What follows belongs to an exercise in optimizing a design on an open flow for small area and a short achievable clock period; a production flow would make more cautious choices.
RTL that was checked went through simulation tests only; none was proved equivalent to the original.
The RTL of runs 2 to 4 was laid out without a check of its function.
Power and IR drop assume default switching activity.

## flow/design.v (module list and top-level ports; edited modules follow where they fit)
// module fft_mag_sq_cs: 615 lines
// module fft_peak_detect: 139 lines
module fft_peak_detect #(
  parameter int N_POINTS = 64,
  parameter int DATA_W   = 16,
  parameter int THRESH   = 1024,
  parameter int CONFIRM  = 2,
  parameter int LED_W    = 8,
  localparam int BIN_W   = fft_peak_detect_pkg::fft_bin_w(N_POINTS),
  localparam int MAG_W   = 2*DATA_W+1
) (
  input  logic                 CLOCK_50,
  input  logic                 KEY,
  input  logic                 s_valid,
  input  logic                 s_sop,
  input  logic                 s_eop,
  input  logic signed [DATA_W-1:0] s_re,
  input  logic signed [DATA_W-1:0] s_im,
  output logic                 peak_valid,
  output logic [BIN_W-1:0]     peak_bin,
  output logic [MAG_W-1:0]     peak_mag,
  output logic                 no_signal,
  output logic                 frame_err,
  output logic [LED_W-1:0]     LEDR
);
  // ...
==> flow/flow/run.sh <==
#!/bin/bash
# Standard ORFS layout with two changes:
#  1. after the standard synthesis, flow/polarity.py flips full adders
#     (FA(~a,~b,~c) = ~FA(a,b,c)) to remove most inverters between them;
#     registers and everything else are left as synthesis made them;
#  2. the ports are buffered with buf_1 instead of the default pick.
set -euo pipefail
R=orfs/results/sky130hd/fft_peak_detect/base
bash standard.sh synth > synth.log 2>&1
cp $R/1_2_yosys.v $R/1_2_yosys.std.v
python3 flow/polarity.py $R/1_2_yosys.std.v $R/1_2_yosys.v > polarity.log 2>&1
rm -f $R/1_synth.odb
bash standard.sh "BUFFER_PORTS_ARGS=-buffer_cell sky130_fd_sc_hd__buf_1" finish > flow.log 2>&1
==> flow/flow/polarity.py <==
#!/usr/bin/env python3
"""Remove inverters around full adders in a Yosys netlist.

A full adder is self-dual: FA(~a, ~b, ~c) = (~sum, ~cout).  Each
sky130_fd_sc_hd__fa_* cell may therefore be flipped (all its inputs and
outputs complemented) without changing the function.  This picks flips that
minimise the number of inv_1 cells needed, then rewrites the netlist with one
inv_1 per signal that still needs its complement.

usage: polarity.py IN.v OUT.v
"""
import re, sys, random

OUT_PINS = {"X", "Y", "Q", "Q_N", "SUM", "COUT", "HI", "LO"}
INV = "sky130_fd_sc_hd__inv_1"

def main():
    src = open(sys.argv[1]).read()
    m = re.search(r"^module\s+(\w+)\s*\((.*?)\);", src, re.S | re.M)
    body_start = m.end()
    end = src.rindex("endmodule")
    ports_out = set()
    for d, rng, names in re.findall(r"^\s*(input|output)\s*(\[\d+:\d+\])?\s*([^;]+);", src, re.M):
        for n in names.split(","):
            n = n.strip()
            if d == "output":
                if rng:
                    hi, lo = map(int, rng[1:-1].split(":"))
                    for i in range(min(hi, lo), max(hi, lo) + 1):
                        ports_out.add(f"{n}[{i}]")
                ports_out.add(n)
    cell_re = re.compile(r"^\s*(sky130_fd_sc_hd__\w+)\s+(\S+)\s*\((.*?)\);\s*$", re.S | re.M)
    pin_re = re.compile(r"\.(\w+)\(\s*((?:\\\S+\s)|[^()\s]*)\s*\)")
    cells = []
    for cm in cell_re.finditer(src, body_start, end):
        typ, name, pins = cm.group(1), cm.group(2), cm.group(3)
        pl = [(p, n.strip()) for p, n in pin_re.findall(pins)]
        cells.append({"typ": typ, "name": name, "pins": pl, "span": cm.span()})
    drv = {}
    for ci, c in enumerate(cells):
        for p, n in c["pins"]:
            if p in OUT_PINS and n:
                drv[n] = (ci, p)
    isinv = lambda c: c["typ"] == INV
    isfa = lambda c: re.match(r"sky130_fd_sc_hd__fa_\d+$", c["typ"]) is not None
    root_cache = {}
    def root(n):
        if n in root_cache:
            return root_cache[n]
        d = drv.get(n)
        if d is not None and isinv(cells[d[0]]) and n not in ports_out:
            a = dict(cells[d[0]]["pins"])["A"]
            r, q = root(a)
            res = (r, q ^ 1)
        else:
            res = (n, 0)
        root_cache[n] = res
        return res
    # sinks: (cell index, pin, root, parity)
    sinks = {}
    for ci, c in enumerate(cells):
        if isinv(c) and dict(c["pins"]).get("Y") not in ports_out:
            continue  # removable inverter
        for p, n in c["pins"]:
            if p in OUT_PINS or not n or "'" in n:
                continue
            r, q = root(n)
            sinks.setdefault(r, []).append((ci, p, q))
    fas = [ci for ci, c in enumerate(cells) if isfa(c)]
    flip = {ci: 0 for ci in fas}
    locked = set()
    for ci in fas:
        for p, n in cells[ci]["pins"]:
            if p in OUT_PINS and n in ports_out:
                locked.add(ci)
    def dpol(r):
        d = drv.get(r)
        if d is not None and d[0] in flip:
            return flip[d[0]]
        return 0
    def need(ci, q):
        return q ^ flip.get(ci, 0)
    def cost_root(r):
        pd = dpol(r)
        return int(any(need(ci, q) != pd for ci, p, q in sinks.get(r, [])))
    # roots touched by each FA: its output roots and its input roots
    touch = {}
    for ci in fas:
        rs = set()
        for p, n in cells[ci]["pins"]:
            if not n or "'" in n:
                continue
            if p in OUT_PINS:
                rs.add(n)
            else:
                rs.add(root(n)[0])
        touch[ci] = rs
    allroots = set(sinks)
    def total():
        return sum(cost_root(r) for r in allroots)
    before_inv = sum(1 for c in cells if isinv(c))
    start = total()
    best = start
    best_flip = dict(flip)
    rng = random.Random(1)
    for restart in range(30):
        improved = True
        while improved:
            improved = False
            order = fas[:]
            rng.shuffle(order)
            for ci in order:
                if ci in locked:
                    continue
                rs = touch[ci]
                c0 = sum(cost_root(r) for r in rs)
                flip[ci] ^= 1
                c1 = sum(cost_root(r) for r in rs)
                if c1 < c0 or (c1 == c0 and rng.random() < 0.1 and restart > 0):
                    improved = improved or c1 < c0
                else:
                    flip[ci] ^= 1
        t = total()
        if t < best:
            best, best_flip = t, dict(flip)
        flip = dict(best_flip)
        for ci in rng.sample(fas, max(1, len(fas) // 10)):
            if ci not in locked:
                flip[ci] ^= 1
    flip = best_flip
    sys.stderr.write(f"inv_1 before: {before_inv}, signal-inverters p=0: {start}, after: {best}, flipped {sum(flip.values())} of {len(fas)} full adders\n")
    # rewrite
    newnet = {}
    extra = []
    k = 0
    conn = {}  # (ci, pin) -> net
    for r, lst in sinks.items():
        pd = dpol(r)
        for ci, p, q in lst:
            if need(ci, q) == pd:
                conn[(ci, p)] = r
            else:
                if r not in newnet:
                    nn = f"polinv_n{k}"
                    extra.append((f"polinv_c{k}", r, nn))
                    newnet[r] = nn
                    k += 1
                conn[(ci, p)] = newnet[r]
    out = [src[:body_start]]
    pos = body_start
    # declare new wires right after the header
    decl = "".join(f"\n  wire {nn};" for _, _, nn in extra)
    out.append(decl)
    for ci, c in enumerate(cells):
        s, e = c["span"]
        out.append(src[pos:s])
        pos = e
        if isinv(c) and dict(c["pins"]).get("Y") not in ports_out:
            continue
        pins = []
        for p, n in c["pins"]:
            if (ci, p) in conn:
                n = conn[(ci, p)]
            pins.append(f"    .{p}({n}{' ' if n.startswith(chr(92)) else ''})")
        out.append(f"\n  {c['typ']} {c['name']} (\n" + ",\n".join(pins) + "\n  );")
    out.append(src[pos:end])
    for name, r, nn in extra:
        out.append(f"  {INV} {name} (\n    .A({r}{' ' if r.startswith(chr(92)) else ''}),\n    .Y({nn})\n  );\n")
    out.append(src[end:])
    open(sys.argv[2], "w").write("".join(out))

main()
==> flow/standard.sh <==
#!/bin/bash
# synth_recipe.tcl (not shown) runs the flow's synth.tcl, then flattens the netlist and writes it again
# the make line also repeats each setting of config.mk as NAME=value (left out here)
make -C /OpenROAD-flow-scripts/flow DESIGN_CONFIG=/design/flow/config.mk WORK_HOME=/design/flow/orfs CLKGATE_MAP_FILE= SYNTH_SCRIPT=/design/flow/synth_recipe.tcl "${@:-finish}"
==> flow/config.mk <==
export PLATFORM = sky130hd
export DESIGN_NAME = fft_peak_detect
export DESIGN_NICKNAME = fft_peak_detect
export VERILOG_FILES = /design/flow/design.v
export SDC_FILE = /design/flow/constraint.sdc
export NUM_CORES = 4
export LEC_CHECK = 0
export CAP_MARGIN = 20
export CORE_MARGIN = 2
export CORE_UTILIZATION = 40
export PLACE_DENSITY = 0.6
export SETUP_SLACK_MARGIN = 4.5
export SLEW_MARGIN = 20
==> flow/constraint.sdc <==
create_clock -name core_clock -period 8.0 [get_ports {CLOCK_50}]
set_input_delay 1.6000 -clock core_clock [delete_from_list [all_inputs] [get_ports {CLOCK_50}]]
set_output_delay 1.6000 -clock core_clock [all_outputs]
set_load 0.01 [all_outputs]
==> impl_metrics.csv, run 1 <==
group,metric,value,unit
run_status,status,"complete, no violations",
routing,drt_iter0_drc,540,
die,initial_core_util,40.6,%
final_layout,inv_count,121,
grt,use_met3,2.63,%
clocking,cts-root-buf,"clkbuf_16",
timing,slew_headroom,59.7,%
final_layout,nonClkBufAreaFrac,2.53,%
logic_synthesis,postSynthAreaPerCell,10.7,um^2
final_layout,fin_cells,1843,
power_and_ir_drop,power_density,343,mW/mm^2
grt,grt_overflow,0,
placed_design,place_ws,4.25,ns
power_and_ir_drop,p_switching,2.23,mW
die,fp.coreArea,0.0345,mm^2
die,taps,455,
final_layout,final_cell_mix,"fa_1, nand2_1, dfxtp_1",
power_and_ir_drop,cellLeakagePower,6.65,nW
grt,grtUsageMet2,29.3,%
final_layout,multi_input_area,0.00902,mm^2
worst_setup_path,worstSetupStartpoint,"re1[0]",
power_and_ir_drop,ir_worst_vdd,0.215,mV
routing,vias,9345,
grt,met1_usage,27.2,%
final_layout,nFillCells,3300,
timing,tightestPinTransition,0.605,ns
grt,grt_pass1_vias,9797,
clocking,clk_latency,0.46,ns
==> module fft_peak_detect, before the edit <==
module fft_peak_detect #(
  parameter int N_POINTS = 64,
  parameter int DATA_W   = 16,
  parameter int THRESH   = 1024,
  parameter int CONFIRM  = 2,
  parameter int LED_W    = 8,
  localparam int BIN_W   = fft_peak_detect_pkg::fft_bin_w(N_POINTS),
  localparam int MAG_W   = 2*DATA_W+1
) (
  input  logic                 CLOCK_50,
  input  logic                 KEY,
  input  logic                 s_valid,
  input  logic                 s_sop,
  input  logic                 s_eop,
  input  logic signed [DATA_W-1:0] s_re,
  input  logic signed [DATA_W-1:0] s_im,
  output logic                 peak_valid,
  output logic [BIN_W-1:0]     peak_bin,
  output logic [MAG_W-1:0]     peak_mag,
  output logic                 no_signal,
  output logic                 frame_err,
  output logic [LED_W-1:0]     LEDR
);
  logic        k1_sop, k1_eop, k1_pl;
  logic [15:0] re1, im1;
  always_ff @(posedge CLOCK_50) begin
    if (KEY) begin
      k1_sop <= 1'b0;
      k1_eop <= 1'b0;
      k1_pl  <= 1'b0;
    end else begin
      k1_sop <= s_valid & s_sop;
      k1_eop <= s_valid & ~s_sop & s_eop;
      k1_pl  <= s_valid & ~s_sop & ~s_eop;
    end
  end
  always_ff @(posedge CLOCK_50) begin
    re1 <= s_re[15] ? 16'(-s_re) : s_re;
    im1 <= s_im[15] ? 16'(-s_im) : s_im;
  end
  logic        k2_sop, k2_eop, k2_pl;
  logic [31:0] ms_d, mc_d, ms2, mc2;
  fft_mag_sq_cs u_sq (.a(re1), .b(im1), .s(ms_d), .c(mc_d));
  always_ff @(posedge CLOCK_50) begin
    if (KEY) begin
      k2_sop <= 1'b0;
      k2_eop <= 1'b0;
      k2_pl  <= 1'b0;
    end else begin
      k2_sop <= k1_sop;
      k2_eop <= k1_eop;
      k2_pl  <= k1_pl;
    end
  end
  always_ff @(posedge CLOCK_50) begin
    ms2 <= ms_d;
    mc2 <= mc_d;
  end
  logic        inframe, first, armed;
  logic [5:0]  bin_cnt;
  logic [4:0]  max_bin, cand_bin;
  logic [31:0] max_mag, mag;
  logic        gt, compete, upd, last, good_eop, bad, no_sig_now, confirm;
  logic [31:0] dsum;
  logic [4:0]  pbin;
  logic [31:0] pmag;
  assign peak_bin = {1'b0, pbin};
  assign peak_mag = {1'b0, pmag};
  assign mag = ms2 + mc2;
  logic [31:0] cs_s, cs_c;
  assign cs_s = ms2 ^ mc2 ^ ~max_mag;
  assign cs_c = (ms2 & mc2) | (ms2 & ~max_mag) | (mc2 & ~max_mag);
  assign dsum = cs_s + {cs_c[30:0], 1'b0};
  assign gt   = ~dsum[31] & ~max_mag[31];
  assign last     = (bin_cnt == 6'd63);
  assign compete  = inframe & k2_pl & ~bin_cnt[5];
  assign upd      = compete & (first | gt);
  assign good_eop = inframe & k2_eop & last;
  assign bad      = inframe & (k2_sop | (k2_eop & ~last) | (k2_pl & last));
  assign no_sig_now = ~|max_mag[31:10];
  assign confirm  = armed & (max_bin == cand_bin);
  always_ff @(posedge CLOCK_50) begin
    if (upd) begin
      max_mag <= mag;
      max_bin <= bin_cnt[4:0];
    end
  end
  always_ff @(posedge CLOCK_50) begin
    if (k2_sop)
      bin_cnt <= 6'd1;
    else if (k2_pl)
      bin_cnt <= bin_cnt + 6'd1;
  end
  always_ff @(posedge CLOCK_50) begin
    if (k2_sop)
      first <= 1'b1;
    else if (k2_pl)
      first <= 1'b0;
  end
  always_ff @(posedge CLOCK_50) begin
    if (good_eop & ~no_sig_now)
      cand_bin <= max_bin;
  end
  always_ff @(posedge CLOCK_50) begin
    if (KEY) begin
      inframe    <= 1'b0;
      armed      <= 1'b0;
      peak_valid <= 1'b0;
      pbin       <= '0;
      pmag       <= '0;
      no_signal  <= 1'b0;
      frame_err  <= 1'b0;
      LEDR       <= '0;
    end else begin
      peak_valid <= 1'b0;
      if (k2_sop)
        inframe <= 1'b1;
      else if (inframe & ((k2_eop) | (k2_pl & last)))
        inframe <= 1'b0;
      if (bad)
        frame_err <= 1'b1;
      if (good_eop) begin
        no_signal <= no_sig_now;
        armed     <= ~no_sig_now;
        if (no_sig_now) begin
          pbin       <= '0;
          pmag       <= '0;
          LEDR       <= '0;
          peak_valid <= 1'b1;
        end else if (confirm) begin
          pbin       <= max_bin;
          pmag       <= max_mag;
          LEDR       <= LED_W'(1) << max_bin[4:2];
          peak_valid <= 1'b1;
        end
      end
    end
  end
endmodule
==> run 2, diff against run 1 <==
--- a/flow/design.v
+++ b/flow/design.v
@@ -654,9 +654,18 @@
       k1_pl  <= s_valid & ~s_sop & ~s_eop;
     end
   end
+  logic [15:0] re_lo, im_lo;
+  always_comb begin
+    re_lo[0] = 1'b0;
+    im_lo[0] = 1'b0;
+    for (int i = 1; i < 16; i++) begin
+      re_lo[i] = re_lo[i-1] | s_re[i-1];
+      im_lo[i] = im_lo[i-1] | s_im[i-1];
+    end
+  end
   always_ff @(posedge CLOCK_50) begin
-    re1 <= s_re[15] ? 16'(-s_re) : s_re;
-    im1 <= s_im[15] ? 16'(-s_im) : s_im;
+    re1 <= s_re ^ ({16{s_re[15]}} & re_lo);
+    im1 <= s_im ^ ({16{s_im[15]}} & im_lo);
   end
   logic        k2_sop, k2_eop, k2_pl;
   logic [31:0] ms_d, mc_d, ms2, mc2;
@@ -686,7 +695,8 @@
   logic [31:0] pmag;
   assign peak_bin = {1'b0, pbin};
   assign peak_mag = {1'b0, pmag};
-  assign mag = ms2 + mc2;
+  assign LEDR     = (pbin == 5'd0) ? '0 : LED_W'(1) << pbin[4:2];
+  fft_add32 u_add (.a(ms2), .b(mc2), .s(mag));
   logic [31:0] cs_s, cs_c;
   assign cs_s = ms2 ^ mc2 ^ ~max_mag;
   assign cs_c = (ms2 & mc2) | (ms2 & ~max_mag) | (mc2 & ~max_mag);
@@ -730,7 +740,6 @@
       pmag       <= '0;
       no_signal  <= 1'b0;
       frame_err  <= 1'b0;
-      LEDR       <= '0;
     end else begin
       peak_valid <= 1'b0;
       if (k2_sop)
@@ -742,18 +751,49 @@
       if (good_eop) begin
         no_signal <= no_sig_now;
         armed     <= ~no_sig_now;
-        if (no_sig_now) begin
-          pbin       <= '0;
-          pmag       <= '0;
-          LEDR       <= '0;
-          peak_valid <= 1'b1;
-        end else if (confirm) begin
-          pbin       <= max_bin;
-          pmag       <= max_mag;
-          LEDR       <= LED_W'(1) << max_bin[4:2];
-          peak_valid <= 1'b1;
+        if (no_sig_now | confirm) begin
+          pbin          <= no_sig_now ? 5'd0 : max_bin;
+          pmag[31:10]   <= max_mag[31:10];
+          pmag[9:0]     <= no_sig_now ? 10'd0 : max_mag[9:0];
+          peak_valid    <= 1'b1;
         end
       end
     end
   end
 endmodule
+module fft_add32 (
+  input  logic [31:0] a,
+  input  logic [31:0] b,
+  output logic [31:0] s
+);
+  logic [31:0] G [0:5];
+  logic [31:0] P [0:5];
+  logic [31:0] D [0:5];
+  assign G[0] = a & b;
+  assign P[0] = a ^ b;
+  genvar l, i;
+  generate
+    for (l = 0; l < 5; l++) begin : g_up
+      for (i = 0; i < 32; i++) begin : g_bit
+        if (((i + 1) % (2 << l)) == 0) begin : g_node
+          assign G[l+1][i] = G[l][i] | (P[l][i] & G[l][i - (1 << l)]);
+          assign P[l+1][i] = P[l][i] & P[l][i - (1 << l)];
+        end else begin : g_pass
+          assign G[l+1][i] = G[l][i];
+          assign P[l+1][i] = P[l][i];
+        end
+      end
+    end
+    assign D[5] = G[5];
+    for (l = 4; l >= 0; l--) begin : g_dn
+      for (i = 0; i < 32; i++) begin : g_bit
+        if (((i + 1) % (2 << l)) == (1 << l) && i >= (2 << l)) begin : g_node
+          assign D[l][i] = D[l+1][i] | (P[l][i] & D[l+1][i - (1 << l)]);
+        end else begin : g_pass
+          assign D[l][i] = D[l+1][i];
+        end
+      end
+    end
+  endgenerate
+  assign s = P[0] ^ {D[0][30:0], 1'b0};
+endmodule
==> impl_metrics.csv, run 2 <==
group,metric,value,unit
run_status,status,"complete, no violations",
final_layout,top_regs,"max_mag x32, pmag x32, ms2 x31",
worst_setup_path,worstPathRequired,8.37,ns
grt,grt_usage,17.4,%
power_and_ir_drop,cellLeakagePower,6.77,nW
timing,skew,0.0165,ns
worst_setup_path,endpoint_kind,"flip-flop",
timing,fin_crit,3.58,ns
timing,hold_viol,0,
logic_synthesis,ys.warnings.count,5,
worst_setup_path,arrival,3.95,ns
routing,ant_nets,0,
timing,fin_tns_setup,0,ns
worst_setup_path,path_max_fanout,2,
final_layout,fin_cells,1723,
hold_path,hold_end,"mc2[30]",
grt,grt_overflow,0,
final_layout,diodes,0,
hold_path,worstHoldStart,"im1[15]",
routing,dr.pass1.iters,4,
final_layout,fin_nets,1600,
placed_design,gp_congestion,0.836,
placed_design,io_buffers,84,
routing,vias,8410,
grt,antenna_found_initial,0,
timing,whs,0.431,ns
worst_setup_path,reg2regPathDepth,6,
placed_design,place_inst,1680,
final_layout,fin_area,0.0150,mm^2
clocking,cts_max_level,4,
routing,viasPerCell,4.88,
clocking,cts-root-buf,"clkbuf_16",
power_and_ir_drop,ir_worst_vdd,0.204,mV
worst_setup_path,r2r-start,"im1[8]",
worst_setup_path,crit_type,"in2reg",
power_and_ir_drop,power,4.88,mW
die,pin_count,87,
power_and_ir_drop,power_density,325,mW/mm^2
routing,drt_iter0_drc,414,
final_layout,layout_commonest_cell,"fa_1",
logic_synthesis,postSynthAreaPerCell,11.3,um^2
timing,tightestPinTransition,1.00,ns
die,die_area,0.0351,mm^2
worst_setup_path,reg2reg_slack,4.47,ns
routing,routed_wl,29000,um
hold_path,hp-class,"reg2reg",
final_layout,area_growth,11.6,%
die,die_w,187,um
routing,drc,0,
clocking,cts_sinks,189,
clocking,clk_latency,0.45,ns
grt,grt_first_pass_wirelength,47600,um
logic_synthesis,syn-cell-area,0.0135,mm^2
final_layout,post-route-util,45.0,%
timing,finalMaxSlewViolations,0,
clocking,cts_tree,"done",
die,initial_core_util,40.3,%
placed_design,postPlaceCellArea,0.0142,mm^2
clocking,numCtsBuffers,17,
timing,rsz0062_at_grt,"yes",
grt,grt_max_degree,49,
final_layout,nFillCells,3161,
worst_setup_path,crit_path_start_kind,"input port",
timing,fin_ws,4.42,ns
timing,clock.fmax,279,MHz
placed_design,dpl.hpwl,21800,um
final_layout,final_cell_mix,"fa_1, nand2_1, dfxtp_1",
die,rows,67,
placed_design,place_ws,3.85,ns
run,maxCapViolations,0,
clocking,path_clk_slew,0.08,ns
die,die_y,187,um
grt,grt_pass1_vias,8910,
timing,slew_headroom,32.9,%
hold_path,hold_depth,0,
logic_synthesis,netlist_instances,1193,
timing,fin_crit_sh,44.8,%
worst_setup_path,timing.rr.end,"mc2[17]",
timing,setup_viol,0,
routing,wl_per_cell,16.8,um
final_layout,drive_gt1_share,8.00,%
clocking,ctsLongestPathBuffers,2,
die,fp.coreArea,0.0334,mm^2
==> run 2: cell count changes in the layout (fill, tap and decap cells not counted), sizes merged, moves of 8 or more <==
cell,change
dfxtp,-8
fa,+14
xnor2,-11
o21ai,-11
nor2,-19
a21oi,-30
a22oi,-18
mux2i,+21
nand2,-10
==> run 2: critical path, cell delays in order <==
cell	delay, ns
buf_6	0.09
or4_4	0.53
or4_4	0.43
or3_4	0.34
or4_4	0.43
or3_4	0.35
nand2_2	0.08
xnor2_1	0.11
==> run 2: worst max-delay path by stage <==
stage          slack, ns  endpoint     from  cells after the start
2_1_floorplan       4.09   re1[14]  s_re[1]                      7
3_3_place_gp        3.89   re1[14]  s_re[1]                      8
3_5_place_dp        3.85   re1[15]  s_re[1]                      7
4_1_cts             4.44   re1[14]  s_re[3]                      8
5_1_grt             4.37   re1[14]  s_re[3]                      8
6_report            4.42   re1[14]  s_re[3]                      8
==> run 2: layout make-up <==
type                            count  area, um^2  share of cell area (%)
Inverter                          116         435                    2.90
Timing Repair Buffer               98         485                    3.23
Clock buffer                       20         468                    3.11
Multi-Input combinational cell    841        8700                    57.9
Clock inverter                     11         116                   0.774
Tap cell                          448         561                    3.73
Sequential cell                   189        4260                    28.4
==> run 2: timing repair <==
action / 4_1_cts / 5_1_grt
gates resized for setup: 42 / 21
setup buffers: 9 / 2
endpoints found under the setup margin: 65 / 64
hold buffers: 0 / 0
pin swaps: 2 / 1
gates cloned: 0 / 1
endpoints found under the hold margin: 0 / 0
==> run 2: routing by layer <==
metal  part of all wire [%]  GRT usage, %
met4                    1.6          4.69
met3                    4.5          3.85
met1                     48          23.8
met2                     46          28.1
met5                      0             0
==> run 2: report_power, final <==
part           internal, mW  switching, mW  total, mW
Clock                 0.440          0.406      0.846
Combinational          1.20           1.32       2.52
Sequential             1.26          0.254       1.52
==> run 3, diff against run 2 <==
--- a/flow/design.v
+++ b/flow/design.v
@@ -655,14 +655,8 @@
     end
   end
   logic [15:0] re_lo, im_lo;
-  always_comb begin
-    re_lo[0] = 1'b0;
-    im_lo[0] = 1'b0;
-    for (int i = 1; i < 16; i++) begin
-      re_lo[i] = re_lo[i-1] | s_re[i-1];
-      im_lo[i] = im_lo[i-1] | s_im[i-1];
-    end
-  end
+  fft_or_prefix u_re_lo (.x({s_re[14:0], 1'b0}), .y(re_lo));
+  fft_or_prefix u_im_lo (.x({s_im[14:0], 1'b0}), .y(im_lo));
   always_ff @(posedge CLOCK_50) begin
     re1 <= s_re ^ ({16{s_re[15]}} & re_lo);
     im1 <= s_im ^ ({16{s_im[15]}} & im_lo);
@@ -761,6 +755,26 @@
     end
   end
 endmodule
+module fft_or_prefix (
+  input  logic [15:0] x,
+  output logic [15:0] y
+);
+  logic [15:0] t [0:4];
+  assign t[0] = x;
+  genvar l, i;
+  generate
+    for (l = 0; l < 4; l++) begin : g_lvl
+      for (i = 0; i < 16; i++) begin : g_bit
+        if ((i >> l) % 2 == 1) begin : g_node
+          assign t[l+1][i] = t[l][i] | t[l][((i >> l) << l) - 1];
+        end else begin : g_pass
+          assign t[l+1][i] = t[l][i];
+        end
+      end
+    end
+  endgenerate
+  assign y = t[4];
+endmodule
 module fft_add32 (
   input  logic [31:0] a,
   input  logic [31:0] b,
==> impl_metrics.csv, run 3 <==
group,metric,value,unit
run_status,status,"complete, no violations",
clocking,cts-root-buf,"clkbuf_16",
worst_setup_path,worstPathRequired,8.37,ns
final_layout,diodes,0,
routing,dr.pass1.iters,5,
die,rows,67,
final_layout,layout_commonest_cell,"fa_1",
grt,grt_overflow,0,
die,die_w,187,um
grt,grt_max_degree,49,
timing,setup_viol,0,
die,die_y,187,um
clocking,path_clk_slew,0.08,ns
timing,fin_crit,3.56,ns
final_layout,post-route-util,45.2,%
routing,drt_iter0_drc,480,
routing,viasPerCell,4.85,
worst_setup_path,r2r-start,"re1[11]",
grt,grt_usage,17.8,%
final_layout,drive_gt1_share,8.67,%
die,fp.coreArea,0.0333,mm^2
logic_synthesis,netlist_instances,1191,
hold_path,hp-class,"reg2reg",
final_layout,multi_input_area,0.00868,mm^2
die,initial_core_util,40.4,%
timing,skew,0.0167,ns
timing,fin_tns_setup,0,ns
routing,wl_per_cell,17.0,um
worst_setup_path,crit_type,"in2reg",
final_layout,area_growth,12.1,%
power_and_ir_drop,ir_worst_vdd,0.204,mV
routing,ant_nets,0,
run,maxCapViolations,0,
worst_setup_path,crit_end,"re1[14]",
placed_design,gp_congestion,0.840,
clocking,cts_max_level,4,
clocking,cts_tree,"done",
clocking,clk_latency,0.45,ns
timing,finalMaxSlewViolations,0,
clocking,ctsLongestPathBuffers,2,
grt,grt_first_pass_wirelength,48600,um
die,die_area,0.0351,mm^2
worst_setup_path,endpoint_kind,"flip-flop",
placed_design,dpl.hpwl,22300,um
placed_design,postPlaceCellArea,0.0142,mm^2
timing,hold_viol,0,
final_layout,final_cell_mix,"fa_1, nand2_1, inv_1",
worst_setup_path,timing.rr.end,"mc2[18]",
placed_design,io_buffers,84,
worst_setup_path,arrival,3.93,ns
final_layout,fin_area,0.0151,mm^2
grt,grt_pass1_vias,9032,
worst_setup_path,crit_path_start_kind,"input port",
timing,slew_headroom,32.3,%
routing,drc,0,
routing,routed_wl,29300,um
final_layout,seq_area,0.00427,mm^2
timing,clock.fmax,281,MHz
timing,tightestPinTransition,1.01,ns
worst_setup_path,worstSetupStartpoint,"s_re[3]",
logic_synthesis,postSynthAreaPerCell,11.3,um^2
worst_setup_path,reg2reg_slack,4.51,ns
timing,fin_crit_sh,44.5,%
final_layout,fin_nets,1605,
die,pin_count,87,
logic_synthesis,syn-cell-area,0.0134,mm^2
worst_setup_path,path_max_fanout,3,
clocking,cts_sinks,189,
worst_setup_path,reg2regPathDepth,7,
logic_synthesis,ys.warnings.count,7,
power_and_ir_drop,cellLeakagePower,6.77,nW
timing,rsz0062_at_grt,"yes",
routing,vias,8385,
clocking,numCtsBuffers,17,
power_and_ir_drop,power_density,324,mW/mm^2
final_layout,top_regs,"max_mag x32, pmag x32, ms2 x31",
final_layout,nFillCells,3139,
grt,antenna_found_initial,0,
run 3: through the flow:
step	hold slack, ns	setup slack, ns	instances	total power [mW]
final	0.418	4.44	1729	4.88
after global routing	0.424	4.39	1729	5.42
after CTS	0.429	4.44	1714	4.90
after detailed placement	0.419	3.91	1678	4.07
after global placement	0.422	3.95	1678	3.94
after floorplan	0.310	4.12	1192	3.29
run 3: area by class of cell:
type                            instances  area share (%)
Sequential cell                       189            28.4
Clock buffer                           19            2.88
Timing Repair Buffer                  105            3.48
Inverter                              118            2.94
Tap cell                              448            3.72
Clock inverter                         13           0.873
Multi-Input combinational cell        837            57.7
run 3: timing repair:
action	in CTS	in global routing
resized for setup	38	32
hold buffers	0	0
endpoints found under the setup margin	46	73
pin swaps	2	6
setup buffers	4	15
run 3: how the worst min path moves through the flow:
stage          startpoint  slack, ns       to  cells past startpoint
2_1_floorplan     im1[15]       0.31  mc2[30]                      0
3_3_place_gp      im1[15]       0.42  mc2[30]                      0
3_5_place_dp      im1[15]       0.42  mc2[30]                      0
4_1_cts           im1[15]       0.43  mc2[30]                      0
5_1_grt           im1[15]       0.42  mc2[30]                      0
6_report          re1[15]       0.42  ms2[30]                      0
run 3: worst max-delay path: stages:
cell	delay, ns
buf_6	0.09
or4_4	0.52
or3_4	0.34
or4_4	0.44
or4_4	0.43
or2_4	0.26
o21ai_2	0.12
xnor2_1	0.12
run 3: report_power, final:
| group | switching (mW) | total [mW] | internal (mW) |
|---|---|---|---|
| Sequential | 0.244 | 1.50 | 1.26 |
| Clock | 0.412 | 0.825 | 0.413 |
| Combinational | 1.34 | 2.55 | 1.21 |
run 3: per-layer routing:
metal  up-vias  track usage (%)  routed length, um  part of all wire, %
met3        25             3.25               1580                  5.4
met5         -                0                  0                    0
li1       3954                -                  -                    -
met4         0             4.55                308                  1.1
met1      4199             25.0              14200                   48
met2       207             28.6              13200                   45
==> run 4, diff against run 3 <==
--- a/flow/config.mk
+++ b/flow/config.mk
@@ -8,6 +8,7 @@
 export CAP_MARGIN = 20
 export CORE_MARGIN = 2
 export CORE_UTILIZATION = 40
+export CTS_BUF_LIST = sky130_fd_sc_hd__clkbuf_4 sky130_fd_sc_hd__clkbuf_8
 export PLACE_DENSITY = 0.6
 export SETUP_SLACK_MARGIN = 4.5
 export SLEW_MARGIN = 20
==> impl_metrics.csv, run 4 <==
group,metric,value,unit
placed_design,dpl.hpwl,22300,um
worst_setup_path,timing.rr.end,"mc2[18]",
timing,fin_tns_setup,0,ns
worst_setup_path,reg2regPathDepth,7,
power_and_ir_drop,ir_worst_vdd,0.152,mV
routing,ant_nets,0,
routing,drt_iter0_drc,414,
clocking,ctsLongestPathBuffers,2,
clocking,clk_latency,0.50,ns
timing,clock.fmax,283,MHz
power_and_ir_drop,power_density,315,mW/mm^2
die,rows,67,
placed_design,io_buffers,84,
placed_design,gp_congestion,0.840,
timing,skew,0.0225,ns
timing,fin_crit_sh,44.2,%
die,die_area,0.0351,mm^2
routing,dr.pass1.iters,5,
grt,grt_first_pass_wirelength,48400,um
die,die_w,187,um
worst_setup_path,worstPathRequired,8.41,ns
final_layout,fin_nets,1605,
clocking,cts_sinks,189,
logic_synthesis,postSynthAreaPerCell,11.3,um^2
routing,viasPerCell,4.85,
grt,antenna_found_initial,0,
timing,fin_crit,3.54,ns
logic_synthesis,ys.warnings.count,7,
clocking,cts_max_level,4,
routing,routed_wl,29300,um
run,maxCapViolations,0,
final_layout,diodes,0,
run_status,status,"complete, no violations",
final_layout,area_growth,10.5,%
power_and_ir_drop,cellLeakagePower,6.68,nW
hold_path,hold_end,"mc2[30]",
timing,tightestPinTransition,1.01,ns
routing,wl_per_cell,16.9,um
worst_setup_path,r2r-start,"re1[11]",
worst_setup_path,crit_path_start_kind,"input port",
grt,grt_pass1_vias,8998,
routing,vias,8383,
final_layout,drive_gt1_share,8.67,%
power_and_ir_drop,power,4.67,mW
final_layout,top_regs,"max_mag x32, pmag x32, ms2 x31",
timing,setup_viol,0,
worst_setup_path,endpoint_kind,"flip-flop",
grt,grt_max_degree,49,
die,initial_core_util,40.4,%
final_layout,layout_commonest_cell,"fa_1",
worst_setup_path,reg2reg_slack,4.52,ns
logic_synthesis,netlist_instances,1191,
grt,grt_usage,17.7,%
timing,rsz0062_at_grt,"yes",
logic_synthesis,syn-cell-area,0.0134,mm^2
timing,finalMaxSlewViolations,0,
timing,hold_viol,0,
hold_path,hold_depth,0,
grt,grt_overflow,0,
clocking,numCtsBuffers,17,
hold_path,worstHoldStart,"im1[15]",
clocking,cts-root-buf,"clkbuf_8",
routing,drc,0,
worst_setup_path,arrival,3.95,ns
final_layout,final_cell_mix,"fa_1, nand2_1, inv_1",
worst_setup_path,path_max_fanout,4,
clocking,path_clk_slew,0.10,ns
die,pin_count,87,
die,fp.coreArea,0.0333,mm^2
hold_path,hp-class,"reg2reg",
worst_setup_path,crit_type,"in2reg",
die,die_y,187,um
clocking,cts_tree,"done",
timing,slew_headroom,32.3,%
## run 4: critical path: stages
cell	delay, ns
buf_6	0.09
or4_4	0.53
or3_4	0.36
or4_4	0.44
or4_4	0.43
or2_4	0.26
o21ai_2	0.12
xnor2_1	0.12
## run 4: power by group
group	leakage, nW	switching (mW)	internal (mW)
sequential	1.59	0.242	1.26
combinational	4.90	1.34	1.20
clock	0.188	0.386	0.236
total	6.68	1.97	2.70
## run 4: worst max-delay path by stage
stage | end | startpoint | slack [ns]
floorplan | re1[14] | s_re[3] | 4.12
global placement | re1[14] | s_re[1] | 3.95
detailed placement | re1[14] | s_re[1] | 3.91
CTS | mc2[17] | re1[14] | 4.44
global route | re1[15] | s_re[3] | 4.44
finish | re1[14] | s_re[3] | 4.46
## run 4: timing repair
item	in CTS	in global routing
endpoints found under the setup margin	45	78
endpoints found under the hold margin	0	0
buffers inserted	2	17
resized for setup	35	31
hold buffers	0	0
pin swaps	0	8
## run 4: final cells by class
| cell class | count | area (um^2) |
|---|---|---|
| Clock buffer | 19 | 249 |
| Clock inverter | 13 | 131 |
| Fill cell | 3174 | 18400 |
| Inverter | 118 | 443 |
| Multi-Input combinational cell | 837 | 8670 |
| Sequential cell | 189 | 4280 |
| Tap cell | 448 | 561 |
| Timing Repair Buffer | 105 | 510 |
## run 4: layer usage
metal / vias up / global-route usage [%] / wire length, um
li1: 3944 / - / -
met4: 0 / 4.82 / 327
met1: 4223 / 25.3 / 14400
met5: - / 0 / 0
met2: 195 / 28.2 / 13200
met3: 21 / 2.81 / 1290
## run 4: metrics by stage
stage          instance area (um^2)  utilization (%)  hold slack, ns  setup slack, ns  cells
2_1_floorplan                 13500                -           0.310             4.12   1192
3_3_place_gp                  14200             42.6           0.422             3.95   1678
3_5_place_dp                  14200             42.6           0.419             3.91   1678
4_1_cts                       14600             44.0           0.435             4.44   1712
5_1_grt                       14800             44.6           0.429             4.44   1729
6_report                      14800             44.6           0.436             4.46   1729
==> run 5, diff against run 4 <==
--- a/flow/design.v
+++ b/flow/design.v
@@ -654,12 +654,9 @@
       k1_pl  <= s_valid & ~s_sop & ~s_eop;
     end
   end
-  logic [15:0] re_lo, im_lo;
-  fft_or_prefix u_re_lo (.x({s_re[14:0], 1'b0}), .y(re_lo));
-  fft_or_prefix u_im_lo (.x({s_im[14:0], 1'b0}), .y(im_lo));
   always_ff @(posedge CLOCK_50) begin
-    re1 <= s_re ^ ({16{s_re[15]}} & re_lo);
-    im1 <= s_im ^ ({16{s_im[15]}} & im_lo);
+    re1 <= s_re[15] ? 16'(-s_re) : s_re;
+    im1 <= s_im[15] ? 16'(-s_im) : s_im;
   end
   logic        k2_sop, k2_eop, k2_pl;
   logic [31:0] ms_d, mc_d, ms2, mc2;
@@ -755,26 +752,6 @@
     end
   end
 endmodule
-module fft_or_prefix (
-  input  logic [15:0] x,
-  output logic [15:0] y
-);
-  logic [15:0] t [0:4];
-  assign t[0] = x;
-  genvar l, i;
-  generate
-    for (l = 0; l < 4; l++) begin : g_lvl
-      for (i = 0; i < 16; i++) begin : g_bit
-        if ((i >> l) % 2 == 1) begin : g_node
-          assign t[l+1][i] = t[l][i] | t[l][((i >> l) << l) - 1];
-        end else begin : g_pass
-          assign t[l+1][i] = t[l][i];
-        end
-      end
-    end
-  endgenerate
-  assign y = t[4];
-endmodule
 module fft_add32 (
   input  logic [31:0] a,
   input  logic [31:0] b,
==> flow/flow/polarity.py (replaced) <==
#!/usr/bin/env python3
"""Remove inverters around full adders in a Yosys netlist (sky130hd).

A full adder is self-dual: FA(~a, ~b, ~c) = (~sum, ~cout), so each fa cell
may be flipped (all of its inputs and outputs complemented) without changing
what the circuit computes.  Simple gates may also be swapped for their
output-inverted twin (and2 <-> nand2, a21o <-> a21oi, ...).  This picks flips
and swaps that minimise cell area (inv_1 cells counted), then rewrites the
netlist with one inv_1 per signal that is still needed in both polarities.
Registers, ports and all other cells are kept as they are.

usage: polarity.py IN.v OUT.v
"""
import re, sys, random

OUT_PINS = {"X", "Y", "Q", "Q_N", "SUM", "COUT", "HI", "LO"}
P = "sky130_fd_sc_hd__"
INV = P + "inv_1"
A_INV = 3.7536
# cell -> (twin with complemented output, area delta)
PAIRS = [("and2_1", "nand2_1", 6.2560, 3.7536), ("and2_0", "nand2_1", 6.2560, 3.7536),
         ("or2_1", "nor2_1", 6.2560, 3.7536), ("or2_0", "nor2_1", 6.2560, 3.7536),
         ("xor2_1", "xnor2_1", 8.7584, 8.7584), ("and3_1", "nand3_1", 6.2560, 5.0048),
         ("or3_1", "nor3_1", 6.2560, 5.0048), ("and4_1", "nand4_1", 8.7584, 6.2560),
         ("or4_1", "nor4_1", 7.5072, 6.2560), ("a21o_1", "a21oi_1", 7.5072, 5.0048),
         ("o21a_1", "o21ai_1", 7.5072, 5.0048), ("a22o_1", "a22oi_1", 8.7584, 7.5072),
         ("a31o_1", "a31oi_1", 8.7584, 6.2560), ("o31a_1", "o31ai_1", 8.7584, 7.5072),
         ("a211o_1", "a211oi_1", 8.7584, 7.5072), ("o211a_1", "o211ai_1", 10.0096, 7.5072),
         ("mux2_1", "mux2i_1", 11.2608, 10.0096)]
TWIN = {}
for a, b, aa, ab in PAIRS:
    TWIN.setdefault(P + a, (P + b, ab - aa))
    TWIN.setdefault(P + b, (P + a, aa - ab))
TWIN[P + "o21ai_0"] = (P + "o21a_1", 7.5072 - 5.0048)


def main():
    src = open(sys.argv[1]).read()
    m = re.search(r"^module\s+(\w+)\s*\((.*?)\);", src, re.S | re.M)
    body_start = m.end()
    end = src.rindex("endmodule")
    ports = set()
    for d, rng, names in re.findall(r"^\s*(input|output)\s*(\[\d+:\d+\])?\s*([^;]+);", src, re.M):
        for n in names.split(","):
            n = n.strip()
            if rng:
                hi, lo = map(int, rng[1:-1].split(":"))
                for i in range(min(hi, lo), max(hi, lo) + 1):
                    ports.add(f"{n}[{i}]")
            ports.add(n)
    cell_re = re.compile(r"^\s*(sky130_fd_sc_hd__\w+)\s+(\S+)\s*\((.*?)\);\s*$", re.S | re.M)
    pin_re = re.compile(r"\.(\w+)\(\s*((?:\\\S+\s)|[^()\s]*)\s*\)")
    cells = []
    for cm in cell_re.finditer(src, body_start, end):
        typ, name, pins = cm.group(1), cm.group(2), cm.group(3)
        pl = [(p, n.strip()) for p, n in pin_re.findall(pins)]
        cells.append({"typ": typ, "name": name, "pins": pl, "span": cm.span()})
    drv = {}
    for ci, c in enumerate(cells):
        for p, n in c["pins"]:
            if p in OUT_PINS and n:
                drv[n] = (ci, p)

    def removable(c):
        return c["typ"] == INV and dict(c["pins"]).get("Y") not in ports

    isfa = lambda c: re.match(P + r"fa_\d+$", c["typ"]) is not None
    root_cache = {}

    def root(n):
        if n in root_cache:
            return root_cache[n]
        d = drv.get(n)
        if d is not None and removable(cells[d[0]]):
            r, q = root(dict(cells[d[0]]["pins"])["A"])
            res = (r, q ^ 1)
        else:
            res = (n, 0)
        root_cache[n] = res
        return res

    sinks = {}
    for ci, c in enumerate(cells):
        if removable(c):
            continue
        for p, n in c["pins"]:
            if p in OUT_PINS or not n or "'" in n:
                continue
            r, q = root(n)
            sinks.setdefault(r, []).append((ci, p, q))
    # variables: full adders (flip) and gates with a twin (swap)
    var = {}
    for ci, c in enumerate(cells):
        outs = [n for p, n in c["pins"] if p in OUT_PINS and n]
        if any(n in ports for n in outs):
            continue
        if isfa(c):
            var[ci] = "fa"
        elif c["typ"] in TWIN and not removable(c):
            var[ci] = "gate"
    flip = {ci: 0 for ci in var}

    def dpol(r):
        d = drv.get(r)
        if d is not None and d[0] in flip:
            return flip[d[0]]
        return 0

    def need(ci, q):
        return q ^ flip[ci] if var.get(ci) == "fa" else q

    def cost_root(r):
        pd = dpol(r)
        return int(any(need(ci, q) != pd for ci, p, q in sinks.get(r, [])))

    def area_of(ci):
        return TWIN[cells[ci]["typ"]][1] if var.get(ci) == "gate" and flip[ci] else 0.0

    touch = {}
    for ci, kind in var.items():
        rs = set()
        for p, n in cells[ci]["pins"]:
            if not n or "'" in n:
                continue
            if p in OUT_PINS:
                rs.add(n)
            elif kind == "fa":
                rs.add(root(n)[0])
        touch[ci] = rs
    allroots = set(sinks)

    def total():
        return A_INV * sum(cost_root(r) for r in allroots) + sum(area_of(ci) for ci in var)

    before_inv = sum(1 for c in cells if removable(c))
    start = total()
    best, best_flip = start, dict(flip)
    rng = random.Random(1)
    keys = list(var)
    for restart in range(40):
        improved = True
        while improved:
            improved = False
            rng.shuffle(keys)
            for ci in keys:
                rs = touch[ci]
                c0 = A_INV * sum(cost_root(r) for r in rs) + area_of(ci)
                flip[ci] ^= 1
                c1 = A_INV * sum(cost_root(r) for r in rs) + area_of(ci)
                if c1 < c0 - 1e-9:
                    improved = True
                elif c1 <= c0 + 1e-9 and restart > 0 and rng.random() < 0.1:
                    pass
                else:
                    flip[ci] ^= 1
        t = total()
        if t < best - 1e-9:
            best, best_flip = t, dict(flip)
        flip = dict(best_flip)
        for ci in rng.sample(keys, max(1, len(keys) // 10)):
            flip[ci] ^= 1
    flip = best_flip
    nfa = sum(1 for ci in var if var[ci] == "fa" and flip[ci])
    ngate = sum(1 for ci in var if var[ci] == "gate" and flip[ci])
    ninv = sum(cost_root(r) for r in allroots)
    sys.stderr.write(f"inv_1 removable: {before_inv}; kept polarity cost {start:.1f}, "
                     f"after {best:.1f}; {ninv} inverters, {nfa} adders flipped, {ngate} gates swapped\n")
    # rewrite
    newnet, extra, conn = {}, [], {}
    k = 0
    for r, lst in sinks.items():
        pd = dpol(r)
        for ci, p, q in lst:
            if need(ci, q) == pd:
                conn[(ci, p)] = r
            else:
                if r not in newnet:
                    nn = f"polinv_n{k}"
                    extra.append((f"polinv_c{k}", r, nn))
                    newnet[r] = nn
                    k += 1
                conn[(ci, p)] = newnet[r]
    esc = lambda n: n + (" " if n.startswith("\\") else "")
    out = [src[:body_start], "".join(f"\n  wire {nn};" for _, _, nn in extra)]
    pos = body_start
    for ci, c in enumerate(cells):
        s, e = c["span"]
        out.append(src[pos:s])
        pos = e
        if removable(c):
            continue
        typ = c["typ"]
        swap = var.get(ci) == "gate" and flip[ci]
        if swap:
            typ = TWIN[typ][0]
        pins = []
        for p, n in c["pins"]:
            if (ci, p) in conn:
                n = conn[(ci, p)]
            if swap and p in ("X", "Y"):
                p = "Y" if p == "X" else "X"
            pins.append(f"    .{p}({esc(n)})")
        out.append(f"\n  {typ} {c['name']} (\n" + ",\n".join(pins) + "\n  );")
    out.append(src[pos:end])
    for name, r, nn in extra:
        out.append(f"  {INV} {name} (\n    .A({esc(r)}),\n    .Y({nn})\n  );\n")
    out.append(src[end:])
    open(sys.argv[2], "w").write("".join(out))


main()
--- a/flow/config.mk
+++ b/flow/config.mk
@@ -8,7 +8,7 @@
 export CAP_MARGIN = 20
 export CORE_MARGIN = 2
 export CORE_UTILIZATION = 40
-export CTS_BUF_LIST = sky130_fd_sc_hd__clkbuf_4 sky130_fd_sc_hd__clkbuf_8
+export CTS_BUF_LIST = sky130_fd_sc_hd__clkbuf_8
 export PLACE_DENSITY = 0.6
-export SETUP_SLACK_MARGIN = 4.5
+export SETUP_SLACK_MARGIN = 4.7
 export SLEW_MARGIN = 20
==> impl_metrics.csv, run 5 <==
group,metric,value,unit
worst_setup_path,cp_top_family,"adder cells",
worst_setup_path,endpoint_kind,"flip-flop",
grt,grt_pass1_vias,9115,
final_layout,nFillCells,3129,
worst_setup_path,timing.rr.end,"mc2[19]",
hold_path,hp-class,"reg2reg",
final_layout,seq_area,0.00431,mm^2
timing,finalMaxSlewViolations,0,
grt,met1_usage,25.9,%
hold_path,hold_depth,0,
final_layout,layout_commonest_cell,"fa_1",
grt,grt_usage,17.9,%
grt,grt.busiest_layer,"met2",
routing,dr.pass1.iters,5,
clocking,numCtsBuffers,17,
grt,antenna_found_initial,1,
logic_synthesis,postSynthAreaPerCell,11.4,um^2
final_layout,fin_nets,1610,
worst_setup_path,arrival,3.75,ns
worst_setup_path,crit_path_start_kind,"flip-flop",
routing,routed_wl,30200,um
worst_setup_path,reg2reg_slack,4.62,ns
worst_setup_path,worstPathRequired,8.37,ns
worst_setup_path,critical-path-slowest-cell,"fa_2",
placed_design,io_buffers,84,
worst_setup_path,path_max_fanout,7,
run_status,status,"complete, no violations",
worst_setup_path,max_stage_delay,0.55,ns
die,die_area,0.0353,mm^2
worst_setup_path,crit_type,"reg2reg",
final_layout,top_regs,"max_mag x32, pmag x32, ms2 x31",
worst_setup_path,r2r-start,"re1[14]",
routing,drc,0,
timing,slew_headroom,34.7,%
routing,drt_iter0_drc,514,
timing,fin_crit,3.38,ns
placed_design,gp_congestion,0.861,
grt,grt_overflow,0,
grt,use_met3,3.11,%
timing,rsz0062_at_grt,"yes",
grt,grtUsageMet2,27.5,%
final_layout,area_growth,11.6,%
worst_setup_path,cp_cell_sequence,"and2_1, fa_2, fa_2, fa_2, fa_2, fa_2, fa_1",
power_and_ir_drop,cellLeakagePower,6.53,nW
routing,wl_per_cell,17.4,um
timing,setup_viol,0,
clocking,clk_latency,0.50,ns
logic_synthesis,ys.warnings.count,5,
routing,vias,8605,
timing,fin_tns_setup,0,ns
final_layout,multi_input_area,0.00893,mm^2
run,maxCapViolations,0,
clocking,cts-root-buf,"clkbuf_8",
logic_synthesis,netlist_instances,1189,
routing,ant_nets,0,
timing,fin_crit_sh,42.3,%
worst_setup_path,critPathBufInv,0,
timing,tightestPinTransition,0.980,ns
hold_path,worstHoldStart,"re1[15]",
die,pin_count,87,
final_layout,drive_gt1_share,10.5,%
placed_design,dpl.hpwl,22900,um
power_and_ir_drop,power_density,312,mW/mm^2
timing,hold_viol,0,
logic_synthesis,syn-cell-area,0.0135,mm^2
hold_path,hold_end,"ms2[30]",
grt,grt_max_degree,49,
timing,whs,0.438,ns
worst_setup_path,critPathMostFrequentCell,"fa_2",
final_layout,final_cell_mix,"fa_1, and2_1, dfxtp_1",
power_and_ir_drop,ir_worst_vdd,0.152,mV
clocking,path_clk_slew,0.11,ns
die,die_w,188,um
routing,viasPerCell,4.97,
worst_setup_path,reg2regPathDepth,7,
clocking,cts_tree,"done",
timing,skew,0.0222,ns
die,die_y,188,um
grt,grt_first_pass_wirelength,48900,um
timing,clock.fmax,296,MHz
clocking,ctsLongestPathBuffers,2,
die,rows,67,
die,fp.coreArea,0.0334,mm^2
clocking,cts_sinks,189,
clocking,hold_buffers,0,
clocking,cts_max_level,4,
die,initial_core_util,40.4,%
## run 5: cell types whose count changed in the layout (fill, tap and decap cells not counted), sizes merged, moves of 4 or more
cell | previous run | this run
a21o | 12 | 16
and2 | 104 | 133
buf | 103 | 110
inv | 124 | 104
mux2i | 24 | 17
nand2 | 124 | 90
nor2 | 67 | 79
## run 5: routing by layer
metal | vias to the layer above | wire length (um)
met2 | 264 | 13400
li1 | 4003 | -
met5 | - | 0
met1 | 4300 | 14500
met3 | 38 | 1770
met4 | 0 | 539
## run 5: through the flow
stage	area [um^2]	setup WS (ns)	util [%]	total power [mW]	instances
after detailed placement	14200	4.21	42.6	4.06	1672
after global placement	14200	4.28	42.6	3.95	1672
final	15100	4.62	45.2	4.71	1733
after global routing	15100	4.57	45.1	5.24	1732
after CTS	14900	4.66	44.5	4.67	1724
after floorplan	13600	4.66	-	3.28	1190
## run 5: how the worst max path moves through the flow
stage                     cells past startpoint  slack (ns)    endpoint   startpoint
final                                         7        4.62     mc2[19]      re1[14]
after global routing                          7        4.57     mc2[19]      re1[14]
after CTS                                     6        4.66     mc2[17]       im1[8]
after detailed placement                      9        4.21  max_mag[2]  max_mag[30]
after global placement                        9        4.28  max_mag[2]  max_mag[30]
after floorplan                               8        4.66     mc2[17]      re1[14]
## run 5: final cells by class
| cell class | count | area share (%) |
|---|---|---|
| multi-input combinational | 855 | 59.1 |
| sequential | 189 | 28.5 |
| timing repair buffer | 112 | 3.93 |
| tap | 448 | 3.71 |
| inverter | 96 | 2.39 |
| clock buffer | 17 | 1.55 |
| clock inverter | 15 | 0.754 |
| antenna | 1 | 0.0166 |
## run 5: power breakdown
group | total, mW | switching (mW) | leakage, nW | internal (mW)
Combinational | 2.61 | 1.36 | 4.75 | 1.25
Clock | 0.587 | 0.367 | 0.187 | 0.220
Sequential | 1.51 | 0.254 | 1.60 | 1.26
## run 5: what timing repair did
| item | in CTS | in global routing |
|---|---|---|
| setup buffers | 19 | 7 |
| cloned | 1 | 1 |
| pin swaps | 3 | 17 |
| gates resized for setup | 48 | 43 |
| endpoints found under the setup margin | 72 | 61 |
==> run 6, diff against run 5 <==
--- a/flow/config.mk
+++ b/flow/config.mk
@@ -8,7 +8,8 @@
 export CAP_MARGIN = 20
 export CORE_MARGIN = 2
 export CORE_UTILIZATION = 40
-export CTS_BUF_LIST = sky130_fd_sc_hd__clkbuf_8
+export CTS_BUF_LIST = sky130_fd_sc_hd__clkbuf_4 sky130_fd_sc_hd__clkbuf_8
 export PLACE_DENSITY = 0.6
-export SETUP_SLACK_MARGIN = 4.7
+export SETUP_SLACK_MARGIN = 4.5
 export SLEW_MARGIN = 20
+export TNS_END_PERCENT = 25
==> impl_metrics.csv, run 6 <==
group,metric,value,unit
run_status,status,"complete, no violations",
worst_setup_path,arrival,3.81,ns
final_layout,diodes,0,
die,die_y,188,um
logic_synthesis,syn-cell-area,0.0135,mm^2
routing,routed_wl,29800,um
clocking,path_clk_slew,0.11,ns
clocking,ctsLongestPathBuffers,2,
worst_setup_path,r2r-start,"re1[0]",
clocking,cts_sinks,189,
die,initial_core_util,40.4,%
grt,grt_first_pass_wirelength,49200,um
clocking,hold_buffers,0,
timing,finalMaxSlewViolations,0,
die,die_w,188,um
final_layout,drive_gt1_share,6.41,%
worst_setup_path,path_max_fanout,15,
timing,tightestPinTransition,1.01,ns
die,pin_count,87,
logic_synthesis,postSynthAreaPerCell,11.4,um^2
grt,antenna_found_initial,1,
clocking,cts_tree,"done",
timing,setup_viol,0,
timing,rsz0062_at_grt,"yes",
timing,slew_headroom,32.9,%
timing,fin_crit_sh,43.1,%
die,fp.coreArea,0.0334,mm^2
clocking,cts-root-buf,"clkbuf_8",
worst_setup_path,timing.rr.end,"mc2[17]",
run,maxCapViolations,0,
timing,clock.fmax,290,MHz
grt,grt_usage,18.1,%
grt,grt_max_degree,49,
routing,viasPerCell,4.96,
hold_path,hp-class,"reg2reg",
die,rows,67,
power_and_ir_drop,ir_worst_vdd,0.163,mV
clocking,cts_max_level,4,
worst_setup_path,crit_path_start_kind,"flip-flop",
worst_setup_path,worstSetupStartpoint,"re1[0]",
timing,fin_tns_setup,0,ns
grt,grt_overflow,0,
routing,wl_per_cell,17.4,um
grt,grt_pass1_vias,9036,
logic_synthesis,netlist_instances,1189,
worst_setup_path,reg2reg_slack,4.55,ns
final_layout,layout_commonest_cell,"fa_1",
routing,drc,0,
routing,vias,8487,
power_and_ir_drop,cellLeakagePower,6.43,nW
placed_design,dpl.hpwl,22900,um
timing,fin_crit,3.45,ns
worst_setup_path,endpoint_kind,"flip-flop",
routing,drt_iter0_drc,458,
placed_design,io_buffers,84,
logic_synthesis,ys.warnings.count,5,
timing,hold_viol,0,
final_layout,fin_nets,1589,
final_layout,area_growth,9.34,%
placed_design,gp_congestion,0.813,
clocking,numCtsBuffers,17,
worst_setup_path,crit_end,"mc2[17]",
clocking,clk_latency,0.49,ns
routing,ant_nets,0,
timing,skew,0.0265,ns
routing,dr.pass1.iters,5,
die,die_area,0.0353,mm^2
worst_setup_path,reg2regPathDepth,7,
worst_setup_path,worstPathRequired,8.36,ns
power_and_ir_drop,power_density,314,mW/mm^2
final_layout,top_regs,"max_mag x32, pmag x32, ms2 x31",
final_layout,post-route-util,44.2,%
final_layout,final_cell_mix,"fa_1, and2_1, dfxtp_1",
worst_setup_path,crit_type,"reg2reg",
## run 6: where the power goes
group / switching (mW) / internal (mW)
sequential: 0.266 / 1.26
clock: 0.368 / 0.262
combinational: 1.31 / 1.18
total: 1.95 / 2.70
## run 6: metrics by stage
| stage | area, um^2 | hold WS [ns] | total power [mW] | cells | worst slack (ns) |
|---|---|---|---|---|---|
| finish | 14800 | 0.414 | 4.65 | 1711 | 4.55 |
| global route | 14800 | 0.411 | 5.19 | 1711 | 4.43 |
| CTS | 14700 | 0.400 | 4.70 | 1706 | 4.44 |
| detailed placement | 14200 | 0.412 | 4.06 | 1672 | 4.15 |
| global placement | 14200 | 0.419 | 3.94 | 1672 | 4.21 |
| floorplan | 13500 | 0.310 | 3.26 | 1190 | 4.51 |
## run 6: area by class of cell
cell class	count	area, um^2
sequential	189	4260
multi-input combinational	855	8800
clock inverter	14	153
inverter	96	360
timing repair buffer	91	407
clock buffer	18	241
tap	448	561
fill	3134	18700
## run 6: timing repair
item                                    4_1_cts  5_1_grt
endpoints found under the setup margin       56       64
setup buffers                                 1        5
pin swaps                                     1        2
cloned                                        1        0
gates resized for setup                      22       23
## run 6: per-layer routing
layer	up-vias	GRT usage (%)	wire length, um
li1	3964	-	-
met1	4249	25.7	14400
met2	244	28.4	13400
met3	30	3.31	1580
met4	0	5.06	473
met5	-	0	0
## run 6: worst max-delay path, cell delays in order (launching register included)
cell	delay, ns
dfxtp_4	0.42
and2_1	0.17
fa_1	0.45
fa_1	0.53
fa_1	0.43
fa_1	0.39
fa_1	0.51
fa_1	0.41
## run 6: worst min path at each step
stage,from,to,slack (ns),cells after the start
detailed placement,im1[15],mc2[30],0.41,0
finish,im1[15],mc2[30],0.41,0
global placement,im1[15],mc2[30],0.42,0
global route,re1[15],ms2[30],0.41,0
floorplan,im1[15],mc2[30],0.31,0
CTS,re1[15],ms2[30],0.40,0
==> run 7, diff against run 6 <==
--- a/flow/config.mk
+++ b/flow/config.mk
@@ -12,4 +12,3 @@
 export PLACE_DENSITY = 0.6
 export SETUP_SLACK_MARGIN = 4.5
 export SLEW_MARGIN = 20
-export TNS_END_PERCENT = 25
==> impl_metrics.csv, run 7 <==
group,metric,value,unit
run_status,status,"complete, no violations",
timing,fin_tns_setup,0,ns
die,pin_count,87,
clocking,numCtsBuffers,17,
worst_setup_path,crit_path_start_kind,"flip-flop",
timing,tightestPinTransition,1.01,ns
placed_design,place_ws,4.15,ns
power_and_ir_drop,power_density,314,mW/mm^2
hold_path,hp-class,"reg2reg",
timing,slew_headroom,32.4,%
hold_path,worstHoldStart,"re1[15]",
grt,grt_max_degree,49,
hold_path,hold_depth,0,
grt,grtUsageMet2,28.6,%
die,initial_core_util,40.4,%
worst_setup_path,critPathBufInv,0,
worst_setup_path,reg2regPathDepth,7,
logic_synthesis,syn-cell-area,0.0135,mm^2
timing,hold_viol,0,
power_and_ir_drop,p_switching,1.95,mW
timing,fin_crit,3.40,ns
hold_path,hold_end,"ms2[30]",
worst_setup_path,critical-path-slowest-cell,"fa_1",
clocking,cts_max_level,4,
worst_setup_path,reg2reg_slack,4.60,ns
clocking,cts_tree,"done",
clocking,cts-root-buf,"clkbuf_8",
timing,skew,0.0257,ns
final_layout,drive_gt1_share,7.08,%
die,rows,67,
final_layout,diodes,0,
placed_design,gp_congestion,0.813,
die,die_area,0.0353,mm^2
routing,dr.pass1.iters,5,
routing,drc,0,
placed_design,io_buffers,84,
worst_setup_path,cp.depth,7,
placed_design,dpl.hpwl,22900,um
timing,rsz0062_at_grt,"no",
timing,finalMaxSlewViolations,0,
clocking,path_clk_slew,0.11,ns
power_and_ir_drop,p_clk_share,13.5,%
die,die_w,188,um
timing,whs,0.416,ns
grt,use_met3,3.37,%
routing,drt_iter0_drc,478,
worst_setup_path,arrival,3.77,ns
worst_setup_path,timing.rr.end,"mc2[17]",
routing,vias,8550,
worst_setup_path,cp_top_family,"adder cells",
final_layout,fin_nets,1597,
die,fp.coreArea,0.0334,mm^2
worst_setup_path,endpoint_kind,"flip-flop",
power_and_ir_drop,intPower,2.71,mW
worst_setup_path,crit_type,"reg2reg",
worst_setup_path,cp_cell_sequence,"and2_1, fa_1, fa_1, fa_1, fa_1, fa_1, fa_1",
clocking,cts_sinks,189,
grt,grt_usage,18.1,%
grt,met1_usage,25.6,%
timing,clock.fmax,294,MHz
final_layout,layout_commonest_cell,"fa_1",
clocking,ctsLongestPathBuffers,2,
worst_setup_path,max_stage_delay,0.53,ns
worst_setup_path,critPathMostFrequentCell,"fa_1",
clocking,clk_latency,0.49,ns
routing,wl_per_cell,17.4,um
grt,grt_overflow,0,
logic_synthesis,netlist_instances,1189,
timing,fin_ws,4.60,ns
routing,ant_nets,0,
power_and_ir_drop,ir_worst_vdd,0.163,mV
power_and_ir_drop,p_sw_share,41.9,%
final_layout,top_regs,"max_mag x32, pmag x32, ms2 x31",
die,die_y,188,um
power_and_ir_drop,power_frac_seq,32.6,%
grt,antenna_found_initial,1,
timing,fin_crit_sh,42.5,%
power_and_ir_drop,combPwrFrac,53.9,%
grt,grt_pass1_vias,9048,
routing,viasPerCell,4.97,
grt,grt_first_pass_wirelength,49300,um
final_layout,area_growth,9.88,%
run,maxCapViolations,0,
power_and_ir_drop,cellLeakagePower,6.47,nW
clocking,hold_buffers,0,
worst_setup_path,worstPathRequired,8.36,ns
routing,routed_wl,29900,um
logic_synthesis,ys.warnings.count,5,
final_layout,final_cell_mix,"fa_1, and2_1, dfxtp_1",
timing,setup_viol,0,
worst_setup_path,r2r-start,"re1[13]",
logic_synthesis,postSynthAreaPerCell,11.4,um^2
worst_setup_path,path_max_fanout,12,
grt,grt.busiest_layer,"met2",
run 7: metal layers:
layer,vias up,part of all wire (%)
met5,-,0
met4,0,1.5
met3,32,5.3
met2,247,45
met1,4291,48
li1,3980,-
run 7: area by class of cell:
class	count	area, um^2
inverter	96	360
clock buffer	18	241
fill	3128	18600
timing repair buffer	99	467
clock inverter	14	153
tap	448	561
sequential	189	4270
multi-input combinational	855	8810
run 7: power by group through the flow:
stage / registers [mW] / clock network [mW] / logic, mW
6_report: 1.52 / 0.630 / 2.51
5_1_grt: 1.55 / 0.693 / 2.95
4_1_cts: 1.53 / 0.658 / 2.51
3_5_place_dp: 1.55 / 0 / 2.50
3_3_place_gp: 1.55 / 0 / 2.39
2_1_floorplan: 1.42 / 0 / 1.84
run 7: worst max path at each step:
stage           startpoint         end  slack [ns]
3_5_place_dp   max_mag[25]  max_mag[3]        4.15
6_report           re1[13]     mc2[17]        4.60
2_1_floorplan      re1[14]     mc2[17]        4.51
3_3_place_gp   max_mag[25]  max_mag[3]        4.21
5_1_grt             re1[2]     mc2[15]        4.50
4_1_cts            re1[13]     mc2[19]        4.50
run 7: timing repair:
action / CTS / global route
setup endpoints to repair: 56 / 56
gates resized for setup: 32 / 17
setup buffers: 3 / 11
gates cloned: 1 / 0
pin swaps: 2 / 0
run 7: per-stage QoR:
| step | std cells | util (%) | power, mW | instance area [um^2] |
|---|---|---|---|---|
| 6_report | 1719 | 44.4 | 4.66 | 14900 |
| 5_1_grt | 1719 | 44.4 | 5.19 | 14900 |
| 4_1_cts | 1708 | 44.1 | 4.70 | 14700 |
| 3_5_place_dp | 1672 | 42.5 | 4.06 | 14200 |
| 3_3_place_gp | 1672 | 42.5 | 3.94 | 14200 |
| 2_1_floorplan | 1190 | - | 3.26 | 13500 |

-- afterwards: timing with drivers on the ports --
The results above use ideal ports. As a check the final layouts listed here were re-extracted and re-timed, cells and wires unchanged. Step 1 (the two cells are an assumption about what drives the block):
set clk [get_ports {CLOCK_50}]
set_driving_cell -lib_cell sky130_fd_sc_hd__clkbuf_16 $clk
set_driving_cell -lib_cell sky130_fd_sc_hd__buf_2 [delete_from_list [all_inputs] $clk]
Step 2 moves the port delays by t, midway between the first and last clock arrival at a register: inputs arrive t later, outputs are due t later. That takes back most of the time a late clock gives input paths. Three values: no drivers, after step 1, after step 2; two values: the first two.
run	shift t [ns]	slack for setup (ns)	cell pins on the clock port's net
run 1	0.502	4.543 / 4.543 / 4.543	1
run 2	0.491	4.418 / 4.434 / 3.942	1
run 3	0.491	4.437 / 4.454 / 3.962	1
run 4	0.534	4.464 / 4.477 / 3.943	1
run 5	0.532	4.618 / 4.618 / 4.559	1
run 6	0.530	4.554 / 4.554 / 4.554	1
run 7	0.526	4.596 / 4.596 / 4.565	1
After both steps setup and hold are still met in every run listed. The setup slack of run 4, which loses most, moves by +0.013 ns with the drivers and by -0.521 ns with both steps.
